This is an optimization exercise on Yosys and OpenROAD, whose aim is small area, a short achievable clock period and few clock cycles per item, not a production implementation.
At most, simulation tests tie the RTL to the original design; equivalence was not proved.
No functional check of the RTL was part of run 2.

## flow/design.v (module list and top-level ports; edited modules follow where they fit)
// module arr_mult_fa: 10 lines
// module arr_mult_ha: 9 lines
// module arr_multiplier_pipe: 3496 lines
module arr_multiplier_pipe #(
  parameter int INPUT_BIT_SIZE = 32,
  parameter int STAGES         = 4
) (
  input  logic                          Clk,
  input  logic                          Reset,
  input  logic                          InValid,
  output logic                          InReady,
  input  logic [INPUT_BIT_SIZE-1:0]     InA,
  input  logic [INPUT_BIT_SIZE-1:0]     InB,
  input  logic                          Signed,
  output logic                          OutValid,
  input  logic                          OutReady,
  output logic [2*INPUT_BIT_SIZE-1:0]   Out
);
  // ...
==> flow/flow/run.sh <==
#!/bin/bash
# The standard layout, with two changes to how it is made:
#  - the input and output ports get sky130_fd_sc_hd__buf_2 buffers instead of the
#    buffer the resizer picks on its own (a slow delay cell);
#  - the resizer's timing repair aims for SETUP_SLACK_MARGIN ns of setup slack, so it
#    works on the paths that set the achieved period, not only on violations.
# The clock period, SDC and every other setting are the standard flow's.
set -euo pipefail
export SETUP_SLACK_MARGIN=${SETUP_SLACK_MARGIN_OVERRIDE:-18.0}
export BUFFER_PORTS_ARGS="-buffer_cell sky130_fd_sc_hd__buf_2"
bash standard.sh > standard.log 2>&1
==> flow/standard.sh <==
#!/bin/bash
# synth_recipe.tcl (not shown) runs the flow's synth.tcl, then flattens the netlist and writes it again
# the make line also repeats each setting of config.mk as NAME=value (left out here)
make -C /OpenROAD-flow-scripts/flow DESIGN_CONFIG=/design/flow/config.mk WORK_HOME=/design/flow/orfs CLKGATE_MAP_FILE= SYNTH_SCRIPT=/design/flow/synth_recipe.tcl "${@:-finish}"
==> flow/config.mk <==
export PLATFORM = sky130hd
export DESIGN_NAME = arr_multiplier_pipe
export DESIGN_NICKNAME = arr_multiplier_pipe
export VERILOG_FILES = /design/flow/design.v
export SDC_FILE = /design/flow/constraint.sdc
export NUM_CORES = 4
export LEC_CHECK = 0
export ABC_AREA = 1
export CAP_MARGIN = 20
export CORE_MARGIN = 2
export CORE_UTILIZATION = 40
export CTS_CLUSTER_DIAMETER = 100
export CTS_CLUSTER_SIZE = 25
export SLEW_MARGIN = 20
export SYNTH_HIERARCHICAL = 1
export SYNTH_MINIMUM_KEEP_SIZE = 0
==> flow/constraint.sdc <==
create_clock -name core_clock -period 24.0 [get_ports {Clk}]
set_input_delay 4.8000 -clock core_clock [delete_from_list [all_inputs] [get_ports {Clk}]]
set_output_delay 4.8000 -clock core_clock [all_outputs]
set_load 0.01 [all_outputs]
==> results_tabular.tex, run 1 <==
\begin{tabular}{lr}
\hline
Metric & Value \\
\hline
\multicolumn{2}{l}{\textbf{CTS}} \\
Post CTS Setup Buffer Count & 0 \\
\multicolumn{2}{l}{\textbf{Place}} \\
Routability-driven placement congestion ratio & 0.988 \\
Dpl cells & 3959 \\
\multicolumn{2}{l}{\textbf{Final layout}} \\
Top library cells by usage in the layout, fill and taps aside & xor2\_1, o22ai\_1, fa\_1 \\
Biggest Area Class & multi-input combinational cells \\
Most frequent standard cell in the layout excluding fill and tap cells & xor2\_1 \\
Area growth syn-to-layout & 7.57\% \\
Register share of the cell area & 26.0\% \\
Largest registers & o\_q (64), q\_q (64) \\
Total of clock buffers placed in the layout & 30 \\
\multicolumn{2}{l}{\textbf{Floorplanning}} \\
Horizontal die dimension & 289 um \\
\multicolumn{2}{l}{\textbf{Route}} \\
Met1 Wirelength & 40100 um \\
Met2 layer wire length in the routed design & 44300 um \\
Routed vias & 23200 \\
Top layer used by detailed routing & met4 \\
Vias per cell & 5.80 \\
\multicolumn{2}{l}{\textbf{Setup path}} \\
End point of the critical path & Out[61] \\
Worst EP arrival & 1.20 ns \\
Worst endpoint required time & 19.20 ns \\
\multicolumn{2}{l}{\textbf{Synth}} \\
Main combinational cell family by area after synthesis & adder cells \\
Top cells by instance count after synthesis & xor2\_1, o22ai\_1, fa\_1, edfxtp\_1, nand2\_1 \\
XOR/XNOR Fraction of Synth Area & 14.6\% \\
Most repeated cell in the gate-level netlist after synthesis & xor2\_1 \\
Simple-gate portion of the synthesized area & 4.23\% \\
Number of synthesis warnings & 7 \\
Area fraction of the dominant cell type after synthesis & 30.4\% \\
\multicolumn{2}{l}{\textbf{Run}} \\
Max-Cap Viols & 0 \\
\multicolumn{2}{l}{\textbf{Timing}} \\
Min cycle time layout & 6.00 ns \\
Max Transition Viols Final & 0 \\
Number of failing setup endpoints in the final timing report & 0 \\
\multicolumn{2}{l}{\textbf{Run status}} \\
Run status & complete, no violations \\
\multicolumn{2}{l}{\textbf{Global routing}} \\
Initial antenna violation count & 1 \\
Via count of the first global-routing pass & 23500 \\
Overflow left after global routing & 0 \\
Met2 track demand over resource & 36.6\% \\
\multicolumn{2}{l}{\textbf{Hold path}} \\
Hold EP & q\_q[62]\$\_DFF\_P\_ \\
Hold Path Cell Cnt & 2 \\
\hline
\end{tabular}
Testbench counts, summed over its fixed seeds: cycles 12,024, items 12,000.
==> inputs of run 2 (changes only) <==
--- a/flow/design.v
+++ b/flow/design.v
@@ -40,67 +40,64 @@
   output logic                          InReady,
   input  logic [INPUT_BIT_SIZE-1:0]     InA,
   input  logic [INPUT_BIT_SIZE-1:0]     InB,
   input  logic                          Signed,
   output logic                          OutValid,
   input  logic                          OutReady,
   output logic [2*INPUT_BIT_SIZE-1:0]   Out
 );
-  logic        en, o_en, q_vl, q_vl2;
-  logic [63:0] q_q;
-  logic        r_vl, o_vl;
-  logic        m_vl;
+  logic        en, o_en, i_rdy;
+  logic        r_vl, o_vl, q_vl;
   logic [31:0] a;
-  logic [31:0] b;
-  logic        s;
-  logic [63:0] prod, o_q;
+  logic [63:0] prod, o_q, q_q;
   assign en      = !q_vl;
   assign o_en    = !o_vl || OutReady;
-  assign InReady = !q_vl2;
+  assign InReady = i_rdy;
   always_ff @(posedge Clk or negedge Reset) begin
     if (!Reset) begin
       r_vl <= 1'b0;
       o_vl <= 1'b0;
-      m_vl <= 1'b0;
       q_vl <= 1'b0;
-      q_vl2 <= 1'b0;
+      i_rdy <= 1'b1;
     end else begin
       if (en) begin
         r_vl <= InValid;
-        m_vl <= r_vl;
       end
-      if (o_en) o_vl <= q_vl || m_vl;
-      q_vl  <= !o_en && (q_vl || m_vl);
-      q_vl2 <= (o_vl && !OutReady && q_vl) || (o_vl && !OutReady && m_vl);
+      if (o_en) o_vl <= q_vl || r_vl;
+      q_vl <= !o_en && (q_vl || r_vl);
+      i_rdy <= o_en || !(q_vl || r_vl);
     end
   end
   always_ff @(posedge Clk) begin
     if (en) begin
       a <= InA;
-      b <= InB;
-      s <= Signed;
+      a32  <= Signed & InA[31];
+      bone <= bone_d;
+      btwo <= btwo_d;
+      bneg <= bneg_d;
+      b16  <= InB[31] & ~Signed;
     end
     if (!q_vl) q_q <= prod;
     if (o_en) o_q <= q_vl ? q_q : prod;
   end
   assign Out      = o_q;
   assign OutValid = o_vl;
   logic [32:0] a33;
-  logic [33:0] b34;
+  logic [33:0] b34_d;
+  logic [15:0] bone_d, btwo_d, bneg_d;
   logic [15:0] bone, btwo, bneg;
-  logic        b16;
-  assign a33 = {s & a[31], a};
-  assign b34 = {s & b[31], b, 1'b0};
+  logic        a32, b16;
+  assign a33   = {a32, a};
+  assign b34_d = {Signed & InB[31], InB, 1'b0};
   for (genvar i = 0; i < 16; i++) begin : g_enc
-    assign bone[i] = b34[2*i+1] ^ b34[2*i];
-    assign btwo[i] = (b34[2*i+2] & ~b34[2*i+1] & ~b34[2*i]) | (~b34[2*i+2] & b34[2*i+1] & b34[2*i]);
-    assign bneg[i] = b34[2*i+2];
+    assign bone_d[i] = b34_d[2*i+1] ^ b34_d[2*i];
+    assign btwo_d[i] = (b34_d[2*i+2] & ~b34_d[2*i+1] & ~b34_d[2*i]) | (~b34_d[2*i+2] & b34_d[2*i+1] & b34_d[2*i]);
+    assign bneg_d[i] = b34_d[2*i+2];
   end
-  assign b16 = b[31] & ~s;
   logic pp0_0;
   logic pp0_1;
   logic pp0_2;
   logic pp0_3;
   logic pp0_4;
   logic pp0_5;
   logic pp0_6;
   logic pp0_7;
@@ -2837,277 +2834,19 @@
   arr_mult_fa u_s1039 (.i_a(pp15_30), .i_b(c1032), .i_c(s1037), .o_s(s1039), .o_c(c1040));
   arr_mult_ha u_s1041 (.i_a(c1034), .i_b(s1039), .o_s(s1041), .o_c(c1042));
   arr_mult_fa u_s1043 (.i_a(pp16_29), .i_b(pp14_33), .i_c(pp15_31), .o_s(s1043), .o_c(c1044));
   arr_mult_fa u_s1045 (.i_a(c1038), .i_b(s1043), .i_c(c1040), .o_s(s1045), .o_c(c1046));
   assign s1047 = ~(pp16_30 ^ pp15_32);
   assign c1048 = pp16_30 | pp15_32;
   arr_mult_ha u_s1049 (.i_a(c1044), .i_b(s1047), .o_s(s1049), .o_c(c1050));
   arr_mult_fa u_s1051 (.i_a(pp16_31), .i_b(pp15_33), .i_c(c1048), .o_s(s1051), .o_c(c1052));
-  logic m_x0;
-  logic m_y0;
-  logic m_x1;
-  logic m_x2;
-  logic m_y2;
-  logic m_x3;
-  logic m_y3;
-  logic m_x4;
-  logic m_y4;
-  logic m_x5;
-  logic m_y5;
-  logic m_x6;
-  logic m_y6;
-  logic m_x7;
-  logic m_y7;
-  logic m_x8;
-  logic m_y8;
-  logic m_x9;
-  logic m_y9;
-  logic m_x10;
-  logic m_y10;
-  logic m_x11;
-  logic m_y11;
-  logic m_x12;
-  logic m_y12;
-  logic m_x13;
-  logic m_y13;
-  logic m_x14;
-  logic m_y14;
-  logic m_x15;
-  logic m_y15;
-  logic m_x16;
-  logic m_y16;
-  logic m_x17;
-  logic m_y17;
-  logic m_x18;
-  logic m_y18;
-  logic m_x19;
-  logic m_y19;
-  logic m_x20;
-  logic m_y20;
-  logic m_x21;
-  logic m_y21;
-  logic m_x22;
-  logic m_y22;
-  logic m_x23;
-  logic m_y23;
-  logic m_x24;
-  logic m_y24;
-  logic m_x25;
-  logic m_y25;
-  logic m_x26;
-  logic m_y26;
-  logic m_x27;
-  logic m_y27;
-  logic m_x28;
-  logic m_y28;
-  logic m_x29;
-  logic m_y29;
-  logic m_x30;
-  logic m_y30;
-  logic m_x31;
-  logic m_y31;
-  logic m_x32;
-  logic m_y32;
-  logic m_x33;
-  logic m_y33;
-  logic m_x34;
-  logic m_y34;
-  logic m_x35;
-  logic m_y35;
-  logic m_x36;
-  logic m_y36;
-  logic m_x37;
-  logic m_y37;
-  logic m_x38;
-  logic m_y38;
-  logic m_x39;
-  logic m_y39;
-  logic m_x40;
-  logic m_y40;
-  logic m_x41;
-  logic m_y41;
-  logic m_x42;
-  logic m_y42;
-  logic m_x43;
-  logic m_y43;
-  logic m_x44;
-  logic m_y44;
-  logic m_x45;
-  logic m_y45;
-  logic m_x46;
-  logic m_y46;
-  logic m_x47;
-  logic m_y47;
-  logic m_x48;
-  logic m_y48;
-  logic m_x49;
-  logic m_y49;
-  logic m_x50;
-  logic m_y50;
-  logic m_x51;
-  logic m_y51;
-  logic m_x52;
-  logic m_y52;
-  logic m_x53;
-  logic m_y53;
-  logic m_x54;
-  logic m_y54;
-  logic m_x55;
-  logic m_y55;
-  logic m_x56;
-  logic m_y56;
-  logic m_x57;
-  logic m_y57;
-  logic m_x58;
-  logic m_y58;
-  logic m_x59;
-  logic m_y59;
-  logic m_x60;
-  logic m_y60;
-  logic m_x61;
-  logic m_y61;
-  logic m_x62;
-  logic m_y62;
-  logic m_x63;
-  logic m_y63;
-  always_ff @(posedge Clk) begin
-    if (en) begin
-      m_x0 <= pp0_0;
-      m_y0 <= bneg[0];
-      m_x1 <= pp0_1;
-      m_x2 <= pp1_0;
-      m_y2 <= s1;
-      m_x3 <= c2;
-      m_y3 <= s3;
-      m_x4 <= s5;
-      m_y4 <= s7;
-      m_x5 <= s9;
-      m_y5 <= s11;
-      m_x6 <= s15;
-      m_y6 <= s17;
-      m_x7 <= s21;
-      m_y7 <= s23;
-      m_x8 <= s29;
-      m_y8 <= s31;
-      m_x9 <= s37;
-      m_y9 <= s39;
-      m_x10 <= s47;
-      m_y10 <= s49;
-      m_x11 <= c50;
-      m_y11 <= s59;
-      m_x12 <= c60;
-      m_y12 <= s71;
-      m_x13 <= s81;
-      m_y13 <= s83;
-      m_x14 <= c84;
-      m_y14 <= s97;
-      m_x15 <= c98;
-      m_y15 <= s111;
-      m_x16 <= c112;
-      m_y16 <= s127;
-      m_x17 <= c128;
-      m_y17 <= s143;
-      m_x18 <= c144;
-      m_y18 <= s161;
-      m_x19 <= s177;
-      m_y19 <= s179;
-      m_x20 <= c180;
-      m_y20 <= s199;
-      m_x21 <= c200;
-      m_y21 <= s219;
-      m_x22 <= c220;
-      m_y22 <= s241;
-      m_x23 <= c242;
-      m_y23 <= s263;
-      m_x24 <= c264;
-      m_y24 <= s287;
-      m_x25 <= c288;
-      m_y25 <= s311;
-      m_x26 <= c312;
-      m_y26 <= s337;
-      m_x27 <= c338;
-      m_y27 <= s363;
-      m_x28 <= s389;
-      m_y28 <= s391;
-      m_x29 <= c392;
-      m_y29 <= s419;
-      m_x30 <= c420;
-      m_y30 <= s449;
-      m_x31 <= c450;
-      m_y31 <= s479;
-      m_x32 <= c480;
-      m_y32 <= s509;
-      m_x33 <= c510;
-      m_y33 <= s541;
-      m_x34 <= c542;
-      m_y34 <= s573;
-      m_x35 <= c574;
-      m_y35 <= s603;
-      m_x36 <= c604;
-      m_y36 <= s633;
-      m_x37 <= c634;
-      m_y37 <= s661;
-      m_x38 <= c662;
-      m_y38 <= s689;
-      m_x39 <= c690;
-      m_y39 <= s715;
-      m_x40 <= c716;
-      m_y40 <= s741;
-      m_x41 <= c742;
-      m_y41 <= s765;
-      m_x42 <= c766;
-      m_y42 <= s789;
-      m_x43 <= c790;
-      m_y43 <= s811;
-      m_x44 <= c812;
-      m_y44 <= s833;
-      m_x45 <= c834;
-      m_y45 <= s853;
-      m_x46 <= c854;
-      m_y46 <= s873;
-      m_x47 <= c874;
-      m_y47 <= s891;
-      m_x48 <= c892;
-      m_y48 <= s909;
-      m_x49 <= c910;
-      m_y49 <= s925;
-      m_x50 <= c926;
-      m_y50 <= s941;
-      m_x51 <= c942;
-      m_y51 <= s955;
-      m_x52 <= c956;
-      m_y52 <= s969;
-      m_x53 <= c970;
-      m_y53 <= s981;
-      m_x54 <= c982;
-      m_y54 <= s993;
-      m_x55 <= c994;
-      m_y55 <= s1003;
-      m_x56 <= c1004;
-      m_y56 <= s1013;
-      m_x57 <= c1014;
-      m_y57 <= s1021;
-      m_x58 <= c1022;
-      m_y58 <= s1029;
-      m_x59 <= c1030;
-      m_y59 <= s1035;
-      m_x60 <= c1036;
-      m_y60 <= s1041;
-      m_x61 <= c1042;
-      m_y61 <= s1045;
-      m_x62 <= c1046;
-      m_y62 <= s1049;
-      m_x63 <= c1050;
-      m_y63 <= s1051;
-    end
-  end
   logic [63:0] sx, sy;
-  assign sx = {m_x63, m_x62, m_x61, m_x60, m_x59, m_x58, m_x57, m_x56, m_x55, m_x54, m_x53, m_x52, m_x51, m_x50, m_x49, m_x48, m_x47, m_x46, m_x45, m_x44, m_x43, m_x42, m_x41, m_x40, m_x39, m_x38, m_x37, m_x36, m_x35, m_x34, m_x33, m_x32, m_x31, m_x30, m_x29, m_x28, m_x27, m_x26, m_x25, m_x24, m_x23, m_x22, m_x21, m_x20, m_x19, m_x18, m_x17, m_x16, m_x15, m_x14, m_x13, m_x12, m_x11, m_x10, m_x9, m_x8, m_x7, m_x6, m_x5, m_x4, m_x3, m_x2, m_x1, m_x0};
-  assign sy = {m_y63, m_y62, m_y61, m_y60, m_y59, m_y58, m_y57, m_y56, m_y55, m_y54, m_y53, m_y52, m_y51, m_y50, m_y49, m_y48, m_y47, m_y46, m_y45, m_y44, m_y43, m_y42, m_y41, m_y40, m_y39, m_y38, m_y37, m_y36, m_y35, m_y34, m_y33, m_y32, m_y31, m_y30, m_y29, m_y28, m_y27, m_y26, m_y25, m_y24, m_y23, m_y22, m_y21, m_y20, m_y19, m_y18, m_y17, m_y16, m_y15, m_y14, m_y13, m_y12, m_y11, m_y10, m_y9, m_y8, m_y7, m_y6, m_y5, m_y4, m_y3, m_y2, 1'b0, m_y0};
+  assign sx = {c1050, c1046, c1042, c1036, c1030, c1022, c1014, c1004, c994, c982, c970, c956, c942, c926, c910, c892, c874, c854, c834, c812, c790, c766, c742, c716, c690, c662, c634, c604, c574, c542, c510, c480, c450, c420, c392, s389, c338, c312, c288, c264, c242, c220, c200, c180, s177, c144, c128, c112, c98, c84, s81, c60, c50, s47, s37, s29, s21, s15, s9, s5, c2, pp1_0, pp0_1, pp0_0};
+  assign sy = {s1051, s1049, s1045, s1041, s1035, s1029, s1021, s1013, s1003, s993, s981, s969, s955, s941, s925, s909, s891, s873, s853, s833, s811, s789, s765, s741, s715, s689, s661, s633, s603, s573, s541, s509, s479, s449, s419, s391, s363, s337, s311, s287, s263, s241, s219, s199, s179, s161, s143, s127, s111, s97, s83, s71, s59, s49, s39, s31, s23, s17, s11, s7, s3, s1, 1'b0, bneg[0]};
   logic [63:0] pg_g, pg_p, cy;
   assign pg_g = sx & sy;
   assign pg_p = sx ^ sy;
   logic pf_g1;
   assign pf_g1 = pg_g[1] | (pg_p[1] & pg_g[0]);
   logic pf_g2;
   assign pf_g2 = pg_g[3] | (pg_p[3] & pg_g[2]);
   logic pf_p2;
==> flow/config.mk (replaced) <==
export PLATFORM = sky130hd
export DESIGN_NAME = arr_multiplier_pipe
export DESIGN_NICKNAME = arr_multiplier_pipe
export VERILOG_FILES = /design/flow/design.v
export SDC_FILE = /design/flow/constraint.sdc
export NUM_CORES = 4
export LEC_CHECK = 0
export ABC_AREA = 1
export CAP_MARGIN = 20
export CORE_MARGIN = 2
export CORE_UTILIZATION = 40
export SLEW_MARGIN = 20
export SYNTH_HIERARCHICAL = 1
export SYNTH_MINIMUM_KEEP_SIZE = 0
==> results_tabular.tex, run 2 <==
\begin{tabular}{lr}
\hline
Metric & Value \\
\hline
\multicolumn{2}{l}{\textbf{Final layout}} \\
Combined area of the multi-input logic cells & 0.0231 sq mm (was 0.0218 sq mm) \\
Number of fill cells & 6436 (was 7594) \\
Number of nets at the end of the flow & 3649 (was 3617) \\
Fraction of final layout cells sized beyond drive strength 1 & 25.4\% (was 10.0\%) \\
Fin util & 49.9\% (was 43.5\%) \\
Area growth syn-to-layout & 23.8\% (was 7.57\%) \\
Most frequent standard cell in the layout excluding fill and tap cells & xor2\_1 (unchanged) \\
Top library cells by usage in the layout, fill and taps aside & xor2\_1, o22ai\_1, fa\_1 (unchanged) \\
Total area of sequential cells & 0.00577 sq mm (was 0.00910 sq mm) \\
Largest registers & o\_q (64), q\_q (64), a (32) (was o\_q (64), q\_q (64)) \\
\multicolumn{2}{l}{\textbf{Global routing}} \\
Largest net degree at the start of global routing & 67 (was 85) \\
All-layer global routing usage & 30.9\% (was 23.5\%) \\
Overflow left after global routing & 0 (unchanged) \\
Initial antenna violation count & 2 (was 1) \\
Via count of the first global-routing pass & 26300 (was 23500) \\
Wire length of the first global-routing pass & 171000 um (was 150000 um) \\
\multicolumn{2}{l}{\textbf{CTS}} \\
Clock Path Buffers & 3 (unchanged) \\
H-tree depth reported by CTS & 1 (unchanged) \\
CTS tree & done (unchanged) \\
Clock tree root driver cell & clkbuf\_16 (unchanged) \\
Clock transition at the registers of the reported paths & 0.06 ns (was 0.10 ns) \\
Number of buffers created by CTS & 26 (was 21) \\
Count of hold buffers inserted by post-cts repair & 0 (unchanged) \\
Latest clock arrival within the worst-skew pair & 0.62 ns (was 0.61 ns) \\
Clock Sinks & 214 (was 325) \\
\multicolumn{2}{l}{\textbf{Timing}} \\
Worst relative slew slack & 31.8\% (was 31.6\%) \\
RSZ-0062 raised after global routing & true (unchanged) \\
Setup TNS & 0 ns (unchanged) \\
Max Transition Viols Final & 0 (unchanged) \\
Portion of the clock cycle consumed by the worst path in the final layout & 27.9\% (was 25.0\%) \\
Slew at the pin closest to its max-slew limit & 1.02 ns (was 1.03 ns) \\
Timing-limited maximum frequency & 149 MHz (was 167 MHz) \\
Final Hold Violating Endpoints & 0 (unchanged) \\
Min cycle time layout & 6.70 ns (was 6.00 ns) \\
Worst clock skew on the final layout & 0.0541 ns (was 0.0395 ns) \\
Number of failing setup endpoints in the final timing report & 0 (unchanged) \\
\multicolumn{2}{l}{\textbf{Setup path}} \\
Master of the slowest instance on the critical path & fa\_2 (was edfxtp\_1) \\
Largest fanout of any net on the critical path & 8 (was 1) \\
Largest stage delay, worst path & 0.68 ns (was 0.45 ns) \\
Worst EP arrival & 7.01 ns (was 1.20 ns) \\
Worst endpoint required time & 24.31 ns (was 19.20 ns) \\
CP delay by family, top & adder cells (was flip-flops) \\
Critical Path End Type & flip-flop (was output port) \\
Cell type with the highest occurrence count on the critical path & fa\_2 \\
Worst setup path class & reg2reg (was reg2out) \\
Worst path bufs/invs & 5 (was 1) \\
Startpoint type of the worst setup path & flip-flop (unchanged) \\
\multicolumn{2}{l}{\textbf{Floorplanning}} \\
Horizontal die dimension & 275 um (was 289 um) \\
Placeable core area & 0.0728 sq mm (was 0.0805 sq mm) \\
Top Ports & 135 (unchanged) \\
Count of standard-cell rows & 99 (was 104) \\
Die Outline Area & 0.0755 sq mm (was 0.0837 sq mm) \\
Initial standard-cell utilization of the core & 40.3\% (was 40.4\%) \\
Height of the die & 275 um (was 289 um) \\
\multicolumn{2}{l}{\textbf{Route}} \\
Post-detailed-route DRC marker count & 0 (unchanged) \\
Routed vias & 25200 (was 23200) \\
Initial DRC Count & 3492 (was 2526) \\
Initial DRT Pass Iterations & 9 (was 5) \\
Final WL & 119000 um (was 97900 um) \\
Routed WL per cell & 30.1 um (was 24.4 um) \\
Vias per cell & 6.38 (was 5.80) \\
Post-route ant nets & 0 (unchanged) \\
\multicolumn{2}{l}{\textbf{Place}} \\
Routability-driven placement congestion ratio & 0.897 (was 0.988) \\
HPWL reported at the end of detailed placement & 66800 um (was 68100 um) \\
I/O Buffers & 134 (unchanged) \\
\multicolumn{2}{l}{\textbf{Synth}} \\
Most repeated cell in the gate-level netlist after synthesis & xor2\_1 (unchanged) \\
Yosys top cell by area & fa\_1 (unchanged) \\
Area fraction of the dominant cell type after synthesis & 33.8\% (was 30.4\%) \\
Total of flip-flops plus latches after synthesis & 214 (was 325) \\
Post-synthesis sequential area ratio & 19.7\% (was 27.9\%) \\
Net Count, Synth & 3522 (was 3640) \\
Number of unique standard cell types used by synthesis & 33 (was 34) \\
Synthesized area per cell & 10.4 sq um (was 11.0 sq um) \\
Top cells by instance count after synthesis & xor2\_1, o22ai\_1, fa\_1, nand2\_1, clkbuf\_1 (was xor2\_1, o22ai\_1, fa\_1, edfxtp\_1, nand2\_1) \\
Post-synthesis cell area & 0.0293 sq mm (was 0.0326 sq mm) \\
Post-synth EDFFs & 146 (was 256) \\
Cell count after synthesis & 2834 (was 2952) \\
Number of synthesis warnings & 7 (unchanged) \\
Dominant register cell in the synthesized netlist & edfxtp\_1 (unchanged) \\
Fraction of synthesis flops using an asynchronous set or reset pin & 1.87\% (was 1.54\%) \\
Top post-synthesis cells by area & fa\_1, xor2\_1, edfxtp\_1 (was fa\_1, edfxtp\_1, xor2\_1) \\
\multicolumn{2}{l}{\textbf{Run}} \\
Max-Cap Viols & 0 (unchanged) \\
\multicolumn{2}{l}{\textbf{Hold path}} \\
Worst hold path type & reg2reg (unchanged) \\
\multicolumn{2}{l}{\textbf{Run status}} \\
Run status & complete, no violations (unchanged) \\
\hline
\end{tabular}
==> run 2: cell count changes after synthesis, sizes merged, moves of 12 or more <==
cell / change
buf: -62
o22ai: +14
nor2: -20
edfxtp: -110
clkbuf: +61
a211oi: -15
mux2: +14
inv: +12
a21oi: -14
o21ai: -15
xor2: +22
==> run 2: layer usage <==
metal	GRT usage [%]	up-vias	routed length, um
li1	-	9848	-
met1	37.5	12400	41100
met2	46.6	2200	51300
met3	11.2	696	16400
met4	19.1	6	9810
met5	1.32	-	176
==> run 2: Yosys stat by module, one instance, submodules excluded <==
module               cell area (sq um)  flops+latches
arr_multiplier_pipe              19500            214
arr_mult_fa                       20.0              0
arr_mult_ha                       12.5              0
==> run 2: worst min-delay path, delay by kind of cell, from the launching register on <==
kind             cells  cell delay [ns]
flip-flops           1             0.30
AO/OA/AOI/OAI        1             0.06
AND/OR/NAND/NOR      1             0.06
==> run 2: layout make-up <==
cell class	count	share of cell area, %
Timing Repair Buffer	370	12.2
Tap cell	959	3.30
Multi-Input combinational cell	2149	63.7
Antenna cell	3	0.0207
Clock buffer	36	1.98
Sequential cell	214	15.9
Timing Repair inverter	4	0.0965
Inverter	196	2.49
Clock inverter	11	0.375
==> run 2: timing repair <==
action	CTS	global route
cloned	42	6
pin swaps	81	30
buffers inserted	81	32
setup endpoints to repair	87	83
resized for setup	451	113
==> run 2: final timing paths <==
check | startpoint | endpoint | slack [ns] | depth (start not counted)
worst min register to register | q_q[55]$_DFF_P_ | q_q[55]$_DFF_P_ | 0.45 | 2
worst max-delay path | btwo[4]$_DFFE_PN_ | o_q[58]$_DFFE_PP_ | 17.30 | 25
worst max register to register | btwo[4]$_DFFE_PN_ | o_q[58]$_DFFE_PP_ | 17.30 | 25
max in group asynchronous | Reset | i_rdy$_DFF_PN1_ | 19.80 | 1
min in group asynchronous | Reset | q_vl$_DFF_PN0_ | 3.99 | 1
worst min-delay path | q_q[55]$_DFF_P_ | q_q[55]$_DFF_P_ | 0.45 | 2
==> run 2: cell families after synthesis <==
logic type,synth area share [%]
fa+ha+maj,39.1
compound gates,12.9
xor+xnor,17.2
buf+inv,6.23
simple gates,4.46
flops,19.7
mux,0.537
==> run 2: through the flow <==
stage               cell area, sq um  std cells  worst slack [ns]  hold slack [ns]
CTS                            35400       3901             17.40            0.448
global placement               30800       3731             16.45            0.431
global route                   36300       3940             17.12            0.471
floorplan                      29800       2834             17.78            0.414
detailed placement             30800       3731             16.45            0.436
finish                         36300       3942             17.30            0.451

-- afterwards: timing with drivers on the ports --
The flow's constraints put no driver on any port. The routed layouts listed below were extracted and timed again, unchanged, in two steps. Step 1 assumes that a clkbuf_16 drives the clock port and a buf_2 every other input. Step 2 moves the port delays by t, midway between the first and last clock arrival at a register: inputs arrive t later, outputs are due t later. That takes back most of the time a late clock gives input paths. Slacks: ideal / step 1 / step 2; pairs: ideal / step 1.
run | t, ns | slack for setup (ns) | worst slew at a driven data input, ns
run 1 | 0.655 | 18.004 / 17.939 / 17.877 | 0.08
run 2 | 0.659 | 17.299 / 17.299 / 17.299 | 0.06
After both steps every run listed still meets setup and hold. The setup slack of run 1, which loses most, moves by -0.065 ns with the drivers and by -0.127 ns with both steps.
